Source: an optimization exercise on an open RTL-to-GDS flow (aim: small area). Production flows keep margins and buffers that such runs may drop. In this exercise RTL edits were held to simulation tests only and were not proved equivalent to the original. The clock port is modelled as an ideal driver; clocking choices that lean on that would not hold on a real chip. Power and IR drop assume default switching activity.

==> flow/design.v (outline; a module is shown in full before it is edited, if it fits) <==
// module pe_opsel: 13 lines
// module pe_logic: 10 lines
// module pe_bsel: 7 lines
// module pe_res: 12 lines
// module pe_d: 57 lines
// module mul_fa: 4 lines
// module mul_ha: 4 lines
// module mul_bk: 26 lines
// module mul_booth_row: 13 lines
// module mul32lo: 892 lines
// module lsu_ldreg: 11 lines
// module lsu: 38 lines
// module pe_gate: 7 lines
// module pe_row: 61 lines
// module mem_word: 11 lines
// module mem_aoi222: 3 lines
// module mem_nand4: 3 lines
// module mem_nand2: 3 lines
// module mem_rmux: 18 lines
// module mem_inv: 3 lines
// module mem_dec: 12 lines
// module mem_dec1: 10 lines
// module mem_wsrc: 9 lines
// module cbg_bank: 48 lines
// module cgra_row_top: 47 lines
module cgra_row_top (
    input  logic       clk,
    input  logic       rst,
    input  logic       init_en,
    input  logic       run,
    input  logic [4:0] init_sel,
    input  cgra_types_pkg::cfg_word_t  pe_config,
    input  cgra_types_pkg::row_edge_t  n_in,
    input  cgra_types_pkg::row_edge_t  s_in,
    output cgra_types_pkg::row_edge_t  n_out,
    output cgra_types_pkg::row_edge_t  s_out,
    input  logic       host_we,
    input  cgra_types_pkg::addr_t      host_addr,
    input  cgra_types_pkg::word_t      host_wdata
);
  // ...
==> flow/flow/run.sh <==
#!/bin/bash
# Layout flow: the standard flow (standard.sh), with two changes:
#  - clock tree synthesis without dummy loads, in clusters of clkbuf_16 whose
#    size and diameter are picked per layout: after placement, cts_probe.tcl
#    tries each candidate below on the placed design, and the one with the
#    smallest clock-tree area whose estimated flip-flop clock-pin slew stays
#    under PROBE_MAX_PS is used
#  - port buffers of the smallest buffer cell
# Logs: flow_place.log and flow_rest.log (make's output), cts_probe_*.log
# (one per probe) and cts_probe_summary.log; each ORFS step also keeps its
# own log under orfs/logs/.
set -euo pipefail
export BUFFER_PORTS_ARGS="-buffer_cell sky130_fd_sc_hd__buf_1"
bash standard.sh place > flow_place.log 2>&1

PLATFORM_DIR="$FLOW_HOME/platforms/$FLOW_PLATFORM"
export PROBE_RESULTS="$PWD/orfs/results/$FLOW_PLATFORM/cgra_row_top/base"
export PROBE_TECH_LEF="$PLATFORM_DIR/lef/sky130_fd_sc_hd.tlef"
export PROBE_SC_LEF="$PLATFORM_DIR/lef/sky130_fd_sc_hd_merged.lef"
export PROBE_LIB="$PLATFORM_DIR/lib/sky130_fd_sc_hd__tt_025C_1v80.lib"
export PROBE_PLATFORM_DIR="$PLATFORM_DIR"
PROBE_MAX_PS=115
BASE="-sink_clustering_enable -repair_clock_nets -dont_use_dummy_load -buf_list sky130_fd_sc_hd__clkbuf_16"
BEST=""; BEST_AREA=""; LOW=""; LOW_SLEW=""
for C in 40:80 45:90 35:70 40:70 30:70 30:60 25:50; do
  S=${C%:*}; D=${C#*:}
  ARGS="$BASE -sink_clustering_size $S -sink_clustering_max_diameter $D"
  LOG="cts_probe_${S}_${D}.log"
  PROBE_CTS_ARGS="$ARGS" openroad -threads "$NUM_CORES" -exit flow/cts_probe.tcl > "$LOG" 2>&1 || continue
  LINE=$(grep '^PROBE' "$LOG" || true)
  [[ -n "$LINE" ]] || continue
  AREA=$(echo "$LINE" | awk '{print $3}')
  SLEW=$(echo "$LINE" | awk '{print $5}')
  echo "size $S diameter $D: area $AREA slew_ps $SLEW" >> cts_probe_summary.log
  if [[ -z "$LOW" ]] || awk -v a="$SLEW" -v b="$LOW_SLEW" 'BEGIN { exit !(a < b) }'; then
    LOW="$ARGS"; LOW_SLEW="$SLEW"
  fi
  if awk -v s="$SLEW" -v m="$PROBE_MAX_PS" 'BEGIN { exit !(s <= m) }'; then
    if [[ -z "$BEST" ]] || awk -v a="$AREA" -v b="$BEST_AREA" 'BEGIN { exit !(a < b) }'; then
      BEST="$ARGS"; BEST_AREA="$AREA"
    fi
  fi
done
# none under the limit: the one with the lowest slew; none at all: a tight default
export CTS_ARGS="${BEST:-${LOW:-$BASE -sink_clustering_size 25 -sink_clustering_max_diameter 50}}"
echo "chosen: $CTS_ARGS" >> cts_probe_summary.log
bash standard.sh > flow_rest.log 2>&1
==> flow/flow/cts_probe.tcl <==
# Tries one clock_tree_synthesis setting on the placed design and reports the
# clock tree's cell area and the largest flip-flop clock-pin slew, estimated
# from placement.  Called by run.sh once per candidate setting.
set res $::env(PROBE_RESULTS)
read_lef $::env(PROBE_TECH_LEF)
read_lef $::env(PROBE_SC_LEF)
read_liberty $::env(PROBE_LIB)
read_db $res/3_place.odb
read_sdc $res/3_place.sdc
source $::env(PROBE_PLATFORM_DIR)/setRC.tcl
proc area_of {} {
  set a 0
  foreach inst [[ord::get_db_block] getInsts] {
    set m [$inst getMaster]
    set a [expr {$a + [$m getWidth] * [$m getHeight]}]
  }
  return $a
}
set before [area_of]
eval clock_tree_synthesis $::env(PROBE_CTS_ARGS)
set after [area_of]
set_propagated_clock [all_clocks]
estimate_parasitics -placement
set worst 0
foreach pin [get_pins -hierarchical */CLK] {
  foreach edge {rise fall} {
    set s [get_property $pin slew_max_$edge]
    if {$s > $worst} { set worst $s }
  }
}
puts "PROBE area [expr {($after - $before) / 1e6}] slew_ps [expr {$worst * 1000}]"
==> flow/standard.sh <==
#!/bin/bash
# synth_recipe.tcl (not shown) runs the flow's synth.tcl, then flattens the netlist and writes it again
# the make line also repeats each setting of config.mk as NAME=value (left out here)
make -C /OpenROAD-flow-scripts/flow DESIGN_CONFIG=/design/flow/config.mk WORK_HOME=/design/flow/orfs CLKGATE_MAP_FILE= SYNTH_SCRIPT=/design/flow/synth_recipe.tcl "${@:-finish}"
==> flow/config.mk <==
export PLATFORM = sky130hd
export DESIGN_NAME = cgra_row_top
export DESIGN_NICKNAME = cgra_row_top
export VERILOG_FILES = /design/flow/design.v
export SDC_FILE = /design/flow/constraint.sdc
export NUM_CORES = 8
export LEC_CHECK = 0
export CAP_MARGIN = 30
export CELL_PAD_IN_SITES_DETAIL_PLACEMENT = 1
export CELL_PAD_IN_SITES_GLOBAL_PLACEMENT = 1
export CORE_MARGIN = 2
export CORE_UTILIZATION = 52
export PLACE_DENSITY = 0.68
export SLEW_MARGIN = 25
export SYNTH_HIERARCHICAL = 1
export SYNTH_MEMORY_MAX_BITS = 8192
==> flow/constraint.sdc <==
create_clock -name core_clock -period 13.0 [get_ports {clk}]
set_input_delay 2.6000 -clock core_clock [delete_from_list [all_inputs] [get_ports {clk}]]
set_output_delay 2.6000 -clock core_clock [all_outputs]
set_load 0.01 [all_outputs]
==> results.json, run 1 <==
{
  "p_switching_mw": 49.26,
  "postCtsHoldBufs": 0,
  "syn_avg_cell_area_um2": 11.24,
  "fill_cells": 67100,
  "powerComb_mw": 69.4,
  "ios": 594,
  "antenna_found_initial": 155,
  "design_area_um2": 354500,
  "status": "finished clean",
  "combPwrFrac_pct": 61.0,
  "routed-wl-met3_mm": 193.7,
  "slew_headroom_pct": 3.161,
  "viasPerCell": 7.784,
  "cts.clk_slew.worst_paths_ps": 50,
  "ir_drop_v": 0.001467,
  "hold_end": "cbg_bank_i.g_row[196].word_i.q[14]",
  "setup_viol": 0,
  "wl_met2_mm": 639.1,
  "period_minus_slack_ps": 10990,
  "die_width_um": 805.3,
  "finalHoldViolCount": 0,
  "largest_reg_flops": 8192,
  "ys_warn_count": 40,
  "min_path_type": "reg2reg",
  "grt_util_met3_pct": 14.08,
  "sequentialPower_mw": 29.4,
  "worstReg2RegEnd": "pe_row_i.g_pe[3].pe_i.u_res.res_n[31]",
  "tightest_slew_ps": 1448,
  "fin_util_pct": 55.36,
  "cts_setup_buffers": 0,
  "intPower_mw": 64.52,
  "setup_tns_ps": 0
}
==> module pe_bsel, before the edit <==
module pe_bsel (
    input  logic [31:0] b,
    input  logic        keep,
    output logic [31:0] y
);
    assign y = {b[31:1] & {31{keep}}, b[0] | !keep};
endmodule
==> run 2: changes to the inputs <==
--- a/flow/design.v
+++ b/flow/design.v
@@ -91,22 +91,28 @@
     input  logic [3:0]  t,
     output logic [31:0] y
 );
     always_comb begin
         for (int j = 0; j < 32; j++)
             y[j] = a[j] ? (b[j] ? t[3] : t[2]) : (b[j] ? t[1] : t[0]);
     end
 endmodule
+module pe_and2 (input logic a, b, output logic y);
+    assign y = a & b;
+endmodule
 module pe_bsel (
     input  logic [31:0] b,
     input  logic        keep,
     output logic [31:0] y
 );
-    assign y = {b[31:1] & {31{keep}}, b[0] | !keep};
+    for (genvar j = 1; j < 32; j++) begin : g_and
+        pe_and2 u (.a(b[j]), .b(keep), .y(y[j]));
+    end
+    assign y[0] = b[0] | !keep;
 endmodule
 module pe_res (
     input  logic        clk,
     input  logic [31:0] l, prod,
     input  logic        gl, gp,
     output logic [31:0] res_n,
     output logic [31:0] res
 );
@@ -224,25 +230,27 @@
     input  logic [31:0] na,
     input  logic [31:0] b,
     input  logic [31:0] x,
     input  logic        ci,
     output logic [31:0] p
 );
     logic [15:0] none, ntwo, neg;
     logic [32:0] bx;
+    logic        nc0;
     logic [31:0] ra, rb;
     logic [10:0] cy;
     assign bx = {b, 1'b0};
     always_comb begin
         for (int i = 0; i < 16; i++) begin
             none[i] = ~(bx[2*i+1] ^ bx[2*i]);
             ntwo[i] = ~((bx[2*i+2] & ~bx[2*i+1] & ~bx[2*i]) | (~bx[2*i+2] & bx[2*i+1] & bx[2*i]));
             neg[i]  = bx[2*i+2] & ~(bx[2*i+1] & bx[2*i]);
         end
+        nc0 = neg[0] | ci;
     end
     logic s0;
     logic c1;
     logic s2;
     logic c3;
     logic s4;
     logic c5;
     logic s6;
@@ -698,19 +706,19 @@
     logic s456;
     logic c457;
     logic s458;
     logic c459;
     logic s460;
     logic c461;
     logic s462;
     logic c463;
-    logic s464;
-    logic c465;
-    logic x466;
+    logic x464;
+    logic s465;
+    logic c466;
     logic s467;
     logic c468;
     logic s469;
     logic c470;
     logic s471;
     logic c472;
     logic s473;
     logic c474;
@@ -761,19 +769,17 @@
     logic s519;
     logic c520;
     logic s521;
     logic c522;
     logic s523;
     logic c524;
     logic s525;
     logic c526;
-    logic s527;
-    logic c528;
-    logic x529;
+    logic x527;
     logic [31:0] pp0;
     mul_booth_row #(.W(32)) u_row0 (.none(none[0]), .ntwo(ntwo[0]), .neg(neg[0]), .na(na[31:0]), .pp(pp0));
     logic [29:0] pp1;
     mul_booth_row #(.W(30)) u_row1 (.none(none[1]), .ntwo(ntwo[1]), .neg(neg[1]), .na(na[29:0]), .pp(pp1));
     logic [27:0] pp2;
     mul_booth_row #(.W(28)) u_row2 (.none(none[2]), .ntwo(ntwo[2]), .neg(neg[2]), .na(na[27:0]), .pp(pp2));
     logic [25:0] pp3;
     mul_booth_row #(.W(26)) u_row3 (.none(none[3]), .ntwo(ntwo[3]), .neg(neg[3]), .na(na[25:0]), .pp(pp3));
@@ -1006,92 +1012,91 @@
     mul_fa u_fa164 (.a(c274), .b(c276), .ci(c278), .s(s392), .co(c393));
     mul_fa u_fa165 (.a(s279), .b(s281), .ci(s283), .s(s394), .co(c395));
     mul_fa u_fa166 (.a(c280), .b(c282), .ci(c284), .s(s396), .co(c397));
     mul_fa u_fa167 (.a(s285), .b(s287), .ci(s289), .s(s398), .co(c399));
     mul_fa u_fa168 (.a(c286), .b(c288), .ci(c290), .s(s400), .co(c401));
     mul_fa u_fa169 (.a(s291), .b(s293), .ci(s295), .s(s402), .co(c403));
     assign x404 = c292 ^ c294 ^ c296;
     assign x405 = x297 ^ x298 ^ x299;
-    mul_ha u_ha28 (.a(pp0[0]), .b(neg[0]), .s(s406), .co(c407));
-    mul_ha u_ha29 (.a(pp0[2]), .b(pp1[0]), .s(s408), .co(c409));
-    mul_ha u_ha30 (.a(pp0[3]), .b(pp1[1]), .s(s410), .co(c411));
-    mul_fa u_fa170 (.a(s300), .b(pp2[0]), .ci(neg[2]), .s(s412), .co(c413));
-    mul_fa u_fa171 (.a(c301), .b(s302), .ci(pp2[1]), .s(s414), .co(c415));
-    mul_fa u_fa172 (.a(c303), .b(s304), .ci(s306), .s(s416), .co(c417));
-    mul_fa u_fa173 (.a(c305), .b(c307), .ci(s308), .s(s418), .co(c419));
-    mul_fa u_fa174 (.a(c309), .b(c311), .ci(s312), .s(s420), .co(c421));
-    mul_fa u_fa175 (.a(c313), .b(c315), .ci(s316), .s(s422), .co(c423));
-    mul_fa u_fa176 (.a(c317), .b(c319), .ci(s320), .s(s424), .co(c425));
-    mul_fa u_fa177 (.a(c321), .b(c323), .ci(s324), .s(s426), .co(c427));
-    mul_fa u_fa178 (.a(c325), .b(c327), .ci(s328), .s(s428), .co(c429));
-    mul_fa u_fa179 (.a(c329), .b(c331), .ci(s332), .s(s430), .co(c431));
-    mul_fa u_fa180 (.a(c333), .b(c335), .ci(s336), .s(s432), .co(c433));
-    mul_fa u_fa181 (.a(c337), .b(c339), .ci(s340), .s(s434), .co(c435));
-    mul_fa u_fa182 (.a(c341), .b(c343), .ci(s344), .s(s436), .co(c437));
-    mul_fa u_fa183 (.a(c345), .b(c347), .ci(s348), .s(s438), .co(c439));
-    mul_fa u_fa184 (.a(c349), .b(c351), .ci(s352), .s(s440), .co(c441));
-    mul_fa u_fa185 (.a(c353), .b(c355), .ci(s356), .s(s442), .co(c443));
-    mul_fa u_fa186 (.a(c357), .b(c359), .ci(s360), .s(s444), .co(c445));
-    mul_fa u_fa187 (.a(c361), .b(c363), .ci(s364), .s(s446), .co(c447));
-    mul_fa u_fa188 (.a(c365), .b(c367), .ci(s368), .s(s448), .co(c449));
-    mul_fa u_fa189 (.a(c369), .b(c371), .ci(s372), .s(s450), .co(c451));
-    mul_fa u_fa190 (.a(c373), .b(c375), .ci(s376), .s(s452), .co(c453));
-    mul_fa u_fa191 (.a(c377), .b(c379), .ci(s380), .s(s454), .co(c455));
-    mul_fa u_fa192 (.a(c381), .b(c383), .ci(s384), .s(s456), .co(c457));
-    mul_fa u_fa193 (.a(c385), .b(c387), .ci(s388), .s(s458), .co(c459));
-    mul_fa u_fa194 (.a(c389), .b(c391), .ci(s392), .s(s460), .co(c461));
-    mul_fa u_fa195 (.a(c393), .b(c395), .ci(s396), .s(s462), .co(c463));
-    mul_fa u_fa196 (.a(c397), .b(c399), .ci(s400), .s(s464), .co(c465));
-    assign x466 = c401 ^ c403 ^ x404;
-    mul_ha u_ha31 (.a(s406), .b(x[0]), .s(s467), .co(c468));
-    mul_fa u_fa197 (.a(c407), .b(pp0[1]), .ci(x[1]), .s(s469), .co(c470));
-    mul_fa u_fa198 (.a(s408), .b(neg[1]), .ci(x[2]), .s(s471), .co(c472));
-    mul_fa u_fa199 (.a(c409), .b(s410), .ci(x[3]), .s(s473), .co(c474));
-    mul_fa u_fa200 (.a(c411), .b(s412), .ci(x[4]), .s(s475), .co(c476));
-    mul_fa u_fa201 (.a(c413), .b(s414), .ci(x[5]), .s(s477), .co(c478));
-    mul_fa u_fa202 (.a(c415), .b(s416), .ci(x[6]), .s(s479), .co(c480));
-    mul_fa u_fa203 (.a(c417), .b(s418), .ci(s310), .s(s481), .co(c482));
-    mul_fa u_fa204 (.a(c419), .b(s420), .ci(s314), .s(s483), .co(c484));
-    mul_fa u_fa205 (.a(c421), .b(s422), .ci(s318), .s(s485), .co(c486));
-    mul_fa u_fa206 (.a(c423), .b(s424), .ci(s322), .s(s487), .co(c488));
-    mul_fa u_fa207 (.a(c425), .b(s426), .ci(s326), .s(s489), .co(c490));
-    mul_fa u_fa208 (.a(c427), .b(s428), .ci(s330), .s(s491), .co(c492));
-    mul_fa u_fa209 (.a(c429), .b(s430), .ci(s334), .s(s493), .co(c494));
-    mul_fa u_fa210 (.a(c431), .b(s432), .ci(s338), .s(s495), .co(c496));
-    mul_fa u_fa211 (.a(c433), .b(s434), .ci(s342), .s(s497), .co(c498));
-    mul_fa u_fa212 (.a(c435), .b(s436), .ci(s346), .s(s499), .co(c500));
-    mul_fa u_fa213 (.a(c437), .b(s438), .ci(s350), .s(s501), .co(c502));
-    mul_fa u_fa214 (.a(c439), .b(s440), .ci(s354), .s(s503), .co(c504));
-    mul_fa u_fa215 (.a(c441), .b(s442), .ci(s358), .s(s505), .co(c506));
-    mul_fa u_fa216 (.a(c443), .b(s444), .ci(s362), .s(s507), .co(c508));
-    mul_fa u_fa217 (.a(c445), .b(s446), .ci(s366), .s(s509), .co(c510));
-    mul_fa u_fa218 (.a(c447), .b(s448), .ci(s370), .s(s511), .co(c512));
-    mul_fa u_fa219 (.a(c449), .b(s450), .ci(s374), .s(s513), .co(c514));
-    mul_fa u_fa220 (.a(c451), .b(s452), .ci(s378), .s(s515), .co(c516));
-    mul_fa u_fa221 (.a(c453), .b(s454), .ci(s382), .s(s517), .co(c518));
-    mul_fa u_fa222 (.a(c455), .b(s456), .ci(s386), .s(s519), .co(c520));
-    mul_fa u_fa223 (.a(c457), .b(s458), .ci(s390), .s(s521), .co(c522));
-    mul_fa u_fa224 (.a(c459), .b(s460), .ci(s394), .s(s523), .co(c524));
-    mul_fa u_fa225 (.a(c461), .b(s462), .ci(s398), .s(s525), .co(c526));
-    mul_fa u_fa226 (.a(c463), .b(s464), .ci(s402), .s(s527), .co(c528));
-    assign x529 = c465 ^ x466 ^ x405;
-    assign ra = {c528, c526, c524, c522, c520, c518, c516, c514, c512, c510, c508, c506, c504, c502, c500, c498, c496, c494, c492, c490, c488, c486, c484, c482, c480, c478, c476, c474, c472, c470, c468, s467};
-    assign rb = {x529, s527, s525, s523, s521, s519, s517, s515, s513, s511, s509, s507, s505, s503, s501, s499, s497, s495, s493, s491, s489, s487, s485, s483, s481, s479, s477, s475, s473, s471, s469, ci};
+    mul_ha u_ha28 (.a(pp0[2]), .b(pp1[0]), .s(s406), .co(c407));
+    mul_ha u_ha29 (.a(pp0[3]), .b(pp1[1]), .s(s408), .co(c409));
+    mul_fa u_fa170 (.a(s300), .b(pp2[0]), .ci(neg[2]), .s(s410), .co(c411));
+    mul_fa u_fa171 (.a(c301), .b(s302), .ci(pp2[1]), .s(s412), .co(c413));
+    mul_fa u_fa172 (.a(c303), .b(s304), .ci(s306), .s(s414), .co(c415));
+    mul_fa u_fa173 (.a(c305), .b(c307), .ci(s308), .s(s416), .co(c417));
+    mul_fa u_fa174 (.a(c309), .b(c311), .ci(s312), .s(s418), .co(c419));
+    mul_fa u_fa175 (.a(c313), .b(c315), .ci(s316), .s(s420), .co(c421));
+    mul_fa u_fa176 (.a(c317), .b(c319), .ci(s320), .s(s422), .co(c423));
+    mul_fa u_fa177 (.a(c321), .b(c323), .ci(s324), .s(s424), .co(c425));
+    mul_fa u_fa178 (.a(c325), .b(c327), .ci(s328), .s(s426), .co(c427));
+    mul_fa u_fa179 (.a(c329), .b(c331), .ci(s332), .s(s428), .co(c429));
+    mul_fa u_fa180 (.a(c333), .b(c335), .ci(s336), .s(s430), .co(c431));
+    mul_fa u_fa181 (.a(c337), .b(c339), .ci(s340), .s(s432), .co(c433));
+    mul_fa u_fa182 (.a(c341), .b(c343), .ci(s344), .s(s434), .co(c435));
+    mul_fa u_fa183 (.a(c345), .b(c347), .ci(s348), .s(s436), .co(c437));
+    mul_fa u_fa184 (.a(c349), .b(c351), .ci(s352), .s(s438), .co(c439));
+    mul_fa u_fa185 (.a(c353), .b(c355), .ci(s356), .s(s440), .co(c441));
+    mul_fa u_fa186 (.a(c357), .b(c359), .ci(s360), .s(s442), .co(c443));
+    mul_fa u_fa187 (.a(c361), .b(c363), .ci(s364), .s(s444), .co(c445));
+    mul_fa u_fa188 (.a(c365), .b(c367), .ci(s368), .s(s446), .co(c447));
+    mul_fa u_fa189 (.a(c369), .b(c371), .ci(s372), .s(s448), .co(c449));
+    mul_fa u_fa190 (.a(c373), .b(c375), .ci(s376), .s(s450), .co(c451));
+    mul_fa u_fa191 (.a(c377), .b(c379), .ci(s380), .s(s452), .co(c453));
+    mul_fa u_fa192 (.a(c381), .b(c383), .ci(s384), .s(s454), .co(c455));
+    mul_fa u_fa193 (.a(c385), .b(c387), .ci(s388), .s(s456), .co(c457));
+    mul_fa u_fa194 (.a(c389), .b(c391), .ci(s392), .s(s458), .co(c459));
+    mul_fa u_fa195 (.a(c393), .b(c395), .ci(s396), .s(s460), .co(c461));
+    mul_fa u_fa196 (.a(c397), .b(c399), .ci(s400), .s(s462), .co(c463));
+    assign x464 = c401 ^ c403 ^ x404;
+    mul_ha u_ha30 (.a(pp0[0]), .b(x[0]), .s(s465), .co(c466));
+    mul_ha u_ha31 (.a(pp0[1]), .b(x[1]), .s(s467), .co(c468));
+    mul_fa u_fa197 (.a(s406), .b(neg[1]), .ci(x[2]), .s(s469), .co(c470));
+    mul_fa u_fa198 (.a(c407), .b(s408), .ci(x[3]), .s(s471), .co(c472));
+    mul_fa u_fa199 (.a(c409), .b(s410), .ci(x[4]), .s(s473), .co(c474));
+    mul_fa u_fa200 (.a(c411), .b(s412), .ci(x[5]), .s(s475), .co(c476));
+    mul_fa u_fa201 (.a(c413), .b(s414), .ci(x[6]), .s(s477), .co(c478));
+    mul_fa u_fa202 (.a(c415), .b(s416), .ci(s310), .s(s479), .co(c480));
+    mul_fa u_fa203 (.a(c417), .b(s418), .ci(s314), .s(s481), .co(c482));
+    mul_fa u_fa204 (.a(c419), .b(s420), .ci(s318), .s(s483), .co(c484));
+    mul_fa u_fa205 (.a(c421), .b(s422), .ci(s322), .s(s485), .co(c486));
+    mul_fa u_fa206 (.a(c423), .b(s424), .ci(s326), .s(s487), .co(c488));
+    mul_fa u_fa207 (.a(c425), .b(s426), .ci(s330), .s(s489), .co(c490));
+    mul_fa u_fa208 (.a(c427), .b(s428), .ci(s334), .s(s491), .co(c492));
+    mul_fa u_fa209 (.a(c429), .b(s430), .ci(s338), .s(s493), .co(c494));
+    mul_fa u_fa210 (.a(c431), .b(s432), .ci(s342), .s(s495), .co(c496));
+    mul_fa u_fa211 (.a(c433), .b(s434), .ci(s346), .s(s497), .co(c498));
+    mul_fa u_fa212 (.a(c435), .b(s436), .ci(s350), .s(s499), .co(c500));
+    mul_fa u_fa213 (.a(c437), .b(s438), .ci(s354), .s(s501), .co(c502));
+    mul_fa u_fa214 (.a(c439), .b(s440), .ci(s358), .s(s503), .co(c504));
+    mul_fa u_fa215 (.a(c441), .b(s442), .ci(s362), .s(s505), .co(c506));
+    mul_fa u_fa216 (.a(c443), .b(s444), .ci(s366), .s(s507), .co(c508));
+    mul_fa u_fa217 (.a(c445), .b(s446), .ci(s370), .s(s509), .co(c510));
+    mul_fa u_fa218 (.a(c447), .b(s448), .ci(s374), .s(s511), .co(c512));
+    mul_fa u_fa219 (.a(c449), .b(s450), .ci(s378), .s(s513), .co(c514));
+    mul_fa u_fa220 (.a(c451), .b(s452), .ci(s382), .s(s515), .co(c516));
+    mul_fa u_fa221 (.a(c453), .b(s454), .ci(s386), .s(s517), .co(c518));
+    mul_fa u_fa222 (.a(c455), .b(s456), .ci(s390), .s(s519), .co(c520));
+    mul_fa u_fa223 (.a(c457), .b(s458), .ci(s394), .s(s521), .co(c522));
+    mul_fa u_fa224 (.a(c459), .b(s460), .ci(s398), .s(s523), .co(c524));
+    mul_fa u_fa225 (.a(c461), .b(s462), .ci(s402), .s(s525), .co(c526));
+    assign x527 = c463 ^ x464 ^ x405;
+    assign ra = {c526, c524, c522, c520, c518, c516, c514, c512, c510, c508, c506, c504, c502, c500, c498, c496, c494, c492, c490, c488, c486, c484, c482, c480, c478, c476, c474, c472, c470, c468, c466, s465};
+    assign rb = {x527, s525, s523, s521, s519, s517, s515, s513, s511, s509, s507, s505, s503, s501, s499, s497, s495, s493, s491, s489, s487, s485, s483, s481, s479, s477, s475, s473, s471, s469, s467, nc0};
     assign cy[0] = 1'b0;
     mul_ha u_ha32 (.a(ra[0]), .b(rb[0]), .s(p[0]), .co(cy[1]));
-    mul_fa u_fa227 (.a(ra[1]), .b(rb[1]), .ci(cy[1]), .s(p[1]), .co(cy[2]));
-    mul_fa u_fa228 (.a(ra[2]), .b(rb[2]), .ci(cy[2]), .s(p[2]), .co(cy[3]));
-    mul_fa u_fa229 (.a(ra[3]), .b(rb[3]), .ci(cy[3]), .s(p[3]), .co(cy[4]));
-    mul_fa u_fa230 (.a(ra[4]), .b(rb[4]), .ci(cy[4]), .s(p[4]), .co(cy[5]));
-    mul_fa u_fa231 (.a(ra[5]), .b(rb[5]), .ci(cy[5]), .s(p[5]), .co(cy[6]));
-    mul_fa u_fa232 (.a(ra[6]), .b(rb[6]), .ci(cy[6]), .s(p[6]), .co(cy[7]));
-    mul_fa u_fa233 (.a(ra[7]), .b(rb[7]), .ci(cy[7]), .s(p[7]), .co(cy[8]));
-    mul_fa u_fa234 (.a(ra[8]), .b(rb[8]), .ci(cy[8]), .s(p[8]), .co(cy[9]));
-    mul_fa u_fa235 (.a(ra[9]), .b(rb[9]), .ci(cy[9]), .s(p[9]), .co(cy[10]));
+    mul_fa u_fa226 (.a(ra[1]), .b(rb[1]), .ci(cy[1]), .s(p[1]), .co(cy[2]));
+    mul_fa u_fa227 (.a(ra[2]), .b(rb[2]), .ci(cy[2]), .s(p[2]), .co(cy[3]));
+    mul_fa u_fa228 (.a(ra[3]), .b(rb[3]), .ci(cy[3]), .s(p[3]), .co(cy[4]));
+    mul_fa u_fa229 (.a(ra[4]), .b(rb[4]), .ci(cy[4]), .s(p[4]), .co(cy[5]));
+    mul_fa u_fa230 (.a(ra[5]), .b(rb[5]), .ci(cy[5]), .s(p[5]), .co(cy[6]));
+    mul_fa u_fa231 (.a(ra[6]), .b(rb[6]), .ci(cy[6]), .s(p[6]), .co(cy[7]));
+    mul_fa u_fa232 (.a(ra[7]), .b(rb[7]), .ci(cy[7]), .s(p[7]), .co(cy[8]));
+    mul_fa u_fa233 (.a(ra[8]), .b(rb[8]), .ci(cy[8]), .s(p[8]), .co(cy[9]));
+    mul_fa u_fa234 (.a(ra[9]), .b(rb[9]), .ci(cy[9]), .s(p[9]), .co(cy[10]));
     logic [21:0] hp, hg;
     mul_ha u_ha33 (.a(ra[10]), .b(rb[10]), .s(hp[0]), .co(hg[0]));
     mul_ha u_ha34 (.a(ra[11]), .b(rb[11]), .s(hp[1]), .co(hg[1]));
     mul_ha u_ha35 (.a(ra[12]), .b(rb[12]), .s(hp[2]), .co(hg[2]));
     mul_ha u_ha36 (.a(ra[13]), .b(rb[13]), .s(hp[3]), .co(hg[3]));
     mul_ha u_ha37 (.a(ra[14]), .b(rb[14]), .s(hp[4]), .co(hg[4]));
     mul_ha u_ha38 (.a(ra[15]), .b(rb[15]), .s(hp[5]), .co(hg[5]));
     mul_ha u_ha39 (.a(ra[16]), .b(rb[16]), .s(hp[6]), .co(hg[6]));
==> flow/config.mk (replaced) <==
export PLATFORM = sky130hd
export DESIGN_NAME = cgra_row_top
export DESIGN_NICKNAME = cgra_row_top
export VERILOG_FILES = /design/flow/design.v
export SDC_FILE = /design/flow/constraint.sdc
export NUM_CORES = 8
export LEC_CHECK = 0
export CAP_MARGIN = 30
export CELL_PAD_IN_SITES_DETAIL_PLACEMENT = 1
export CELL_PAD_IN_SITES_GLOBAL_PLACEMENT = 1
export CORE_MARGIN = 2
export CORE_UTILIZATION = 40
export PLACE_DENSITY = 0.74
export SLEW_MARGIN = 25
export SYNTH_HIERARCHICAL = 1
export SYNTH_MEMORY_MAX_BITS = 8192
==> results.json, run 2 <==
{
  "drt_iter0_drc": 49460,
  "powerDensity_nw_per_um2": 312.3,
  "fin_crit_sh_pct": 85.52,
  "die-area_um2": 841400,
  "cts.clk_slew.worst_paths_ps": 60,
  "tightest_slew_ps": 1319,
  "netlist_instances": 29690,
  "critPathCaptureType": "flop",
  "postRouteAntennaNets": 0,
  "cts_buffers": 411,
  "ir_drop_v": 0.001400,
  "setup_viol": 0,
  "fin_ws_ps": 1882,
  "grt_max_degree": 142,
  "cp_slowest_cell": "nor3_2",
  "grt_first_pass_wirelength_mm": 2130,
  "worstSetupEndpoint": "pe_row_i.g_pe[2].pe_i.u_res.res_n[29]",
  "grtUsageTotal_pct": 33.67,
  "dpl_cell_area_um2": 344300,
  "ys_warn_count": 40,
  "wirelength_mm": 1507,
  "hpwl_mm": 979.5,
  "ios": 594,
  "rsz0062_at_grt": "false",
  "worstReg2RegEnd": "pe_row_i.g_pe[3].pe_i.u_res.res_n[31]",
  "cp-startpoint": "run",
  "cp_common_cell": "fa_1",
  "finalPower_mw": 111.1,
  "syn_avg_cell_area_um2": 11.24,
  "clock-sinks": 8431,
  "rows": 335,
  "layout.nets": 31340,
  "finalHoldViolCount": 0,
  "dr.pass1.iters": 17,
  "crit_fanout": 21,
  "status": "finished clean",
  "p_leak_nw": 131.2,
  "syn2layout_area_growth_pct": 6.641,
  "design_area_um2": 355800,
  "drive_gt1_share_pct": 8.246,
  "viasPerCell": 7.270,
  "largest_reg_flops": 8192,
  "grt.overflow.total": 0,
  "max_cap_viol_count": 0,
  "core_area_um2": 831600,
  "slowest_delay_ps": 790,
  "rrSetupSlack_ps": 2730,
  "pre_cts_ws_ps": 1022,
  "postCtsHoldBufs": 0,
  "layout_common_cells": "9192 x o22ai_1, 8429 x dfxtp_1, 2912 x a222oi_1",
  "maxSlewViolCount": 0,
  "start_util_pct": 40.12,
  "wl_per_cell_um": 36.62,
  "slew_headroom_pct": 12.07,
  "vias": 299200,
  "period_minus_slack_ps": 11120,
  "io_buffers": 592,
  "r2r_cells": 30,
  "routabilityCongestion": 0.9797,
  "r2r-start": "pe_row_i.g_pe[3].pe_i.op[0]",
  "antenna_found_initial": 176,
  "min_path_type": "reg2reg",
  "skew_ps": 139.2,
  "cp-start-kind": "primary input",
  "cts_tree": "done",
  "worstSetupPathType": "in2reg",
  "die_width_um": 917.3,
  "drc": 0,
  "clock_latency_ps": 1180,
  "syn_area_um2": 333600,
  "fmax_mhz": 89.94,
  "arrival_ps": 12000,
  "top_regs": "cbg_bank_i.g_row.word_i.q: 8192 flops, pe_row_i.g_pe.pe_i.u_res.res_n: 128 flops, pe_row_i.lsu_i.u_ld.q_n: 32 flops",
  "final_common_cell": "o22ai_1",
  "fill_cells": 89770,
  "die_y_um": 917.3,
  "largest_register": "cbg_bank_i.g_row.word_i.q",
  "crit_required_ps": 13880,
  "cts_setup_buffers": 0,
  "cts_resized": 0,
  "grt_pass1_vias": 293300
}
-- run 2: worst min path at each step --
stage,start,end,depth (start not counted)
global route,cbg_bank_i.g_row[62].word_i.q[5],cbg_bank_i.g_row[62].word_i.q[5],1
finish,cbg_bank_i.g_row[34].word_i.q[9],cbg_bank_i.g_row[34].word_i.q[9],1
floorplan,pe_row_i.lsu_i.addr[7],pe_row_i.lsu_i.raddr_q[7],0
CTS,cbg_bank_i.g_row[34].word_i.q[9],cbg_bank_i.g_row[34].word_i.q[9],1
global placement,cbg_bank_i.g_row[9].word_i.q[12],cbg_bank_i.g_row[9].word_i.q[12],1
detailed placement,cbg_bank_i.g_row[135].word_i.q[9],cbg_bank_i.g_row[135].word_i.q[9],1
-- run 2: layout make-up --
| class | count | area, µm² | area share [%] |
|---|---|---|---|
| timing repair buffer | 1808 | 12080 | 3.395 |
| clock buffer | 411 | 10280 | 2.891 |
| tap | 11120 | 13910 | 3.911 |
| inverter | 645 | 2421 | 0.6805 |
| sequential | 8431 | 168800 | 47.44 |
| multi-input combinational | 18440 | 147600 | 41.47 |
| antenna | 300 | 750.7 | 0.2110 |
-- run 2: critical path, delay by kind of cell --
kind / cells / cell delay, ps
compound gates: 7 / 1660
fa+ha+maj: 13 / 4600
buf+inv: 2 / 750
xor+xnor: 2 / 340
simple gates: 6 / 2000
-- run 2: through the flow --
stage / instances / utilization [%] / hold WS (ps) / TNS [ps]
3_5_place_dp: 40420 / 41.40 / 436.6 / 0
5_1_grt: 41080 / 42.76 / 456.7 / 0
2_1_floorplan: 29690 / - / 363.8 / -2697280
6_report: 41160 / 42.78 / 443.6 / 0
3_3_place_gp: 40400 / 41.37 / 428.3 / 0
4_1_cts: 40830 / 42.64 / 445.9 / 0
-- run 2: power breakdown --
part | total, mW | internal (mW) | switching, mW
Sequential | 29.5 | 28.0 | 1.52
Combinational | 67.6 | 29.7 | 37.9
Clock | 14.0 | 5.62 | 8.36
Total | 111 | 63.3 | 47.8
-- run 2: metal layers --
layer | wire [µm] | GRT usage, % | part of all wire, %
met2 | 639800 | 49.25 | 42
met4 | 132400 | 25.30 | 8.8
met3 | 178000 | 9.561 | 12
met1 | 556400 | 42.18 | 37
met5 | 563 | 0 | 0.037

## separate check: timing with driven ports
In the flow no input, the clock included, has a driving cell. The finished layouts below were timed again as built, in two steps. Step 1, drivers: a clkbuf_16 drives clk and a buf_2 each remaining input, both assumed. Step 2, shift: input delay + t, output delay - t, t = (earliest + latest rising clock arrival at the registers) / 2. This alone moves slack from input paths to output paths. Three values: ideal, step 1, step 2; two values: the first two.
| run | shift t [ns] | setup WS [ns] | worst hold slack (ns) |
|---|---|---|---|
| run 1 | 1.261 | 2.007 / 2.126 / 0.864 | 0.443 / 0.443 / 0.443 |
| run 2 | 1.258 | 1.882 / 2.010 / 0.753 | 0.444 / 0.444 / 0.444 |
After both steps setup and hold are still met in every run listed. For run 1, which loses most, drivers alone change the setup slack by +0.119 ns; drivers and shift together by -1.143 ns.
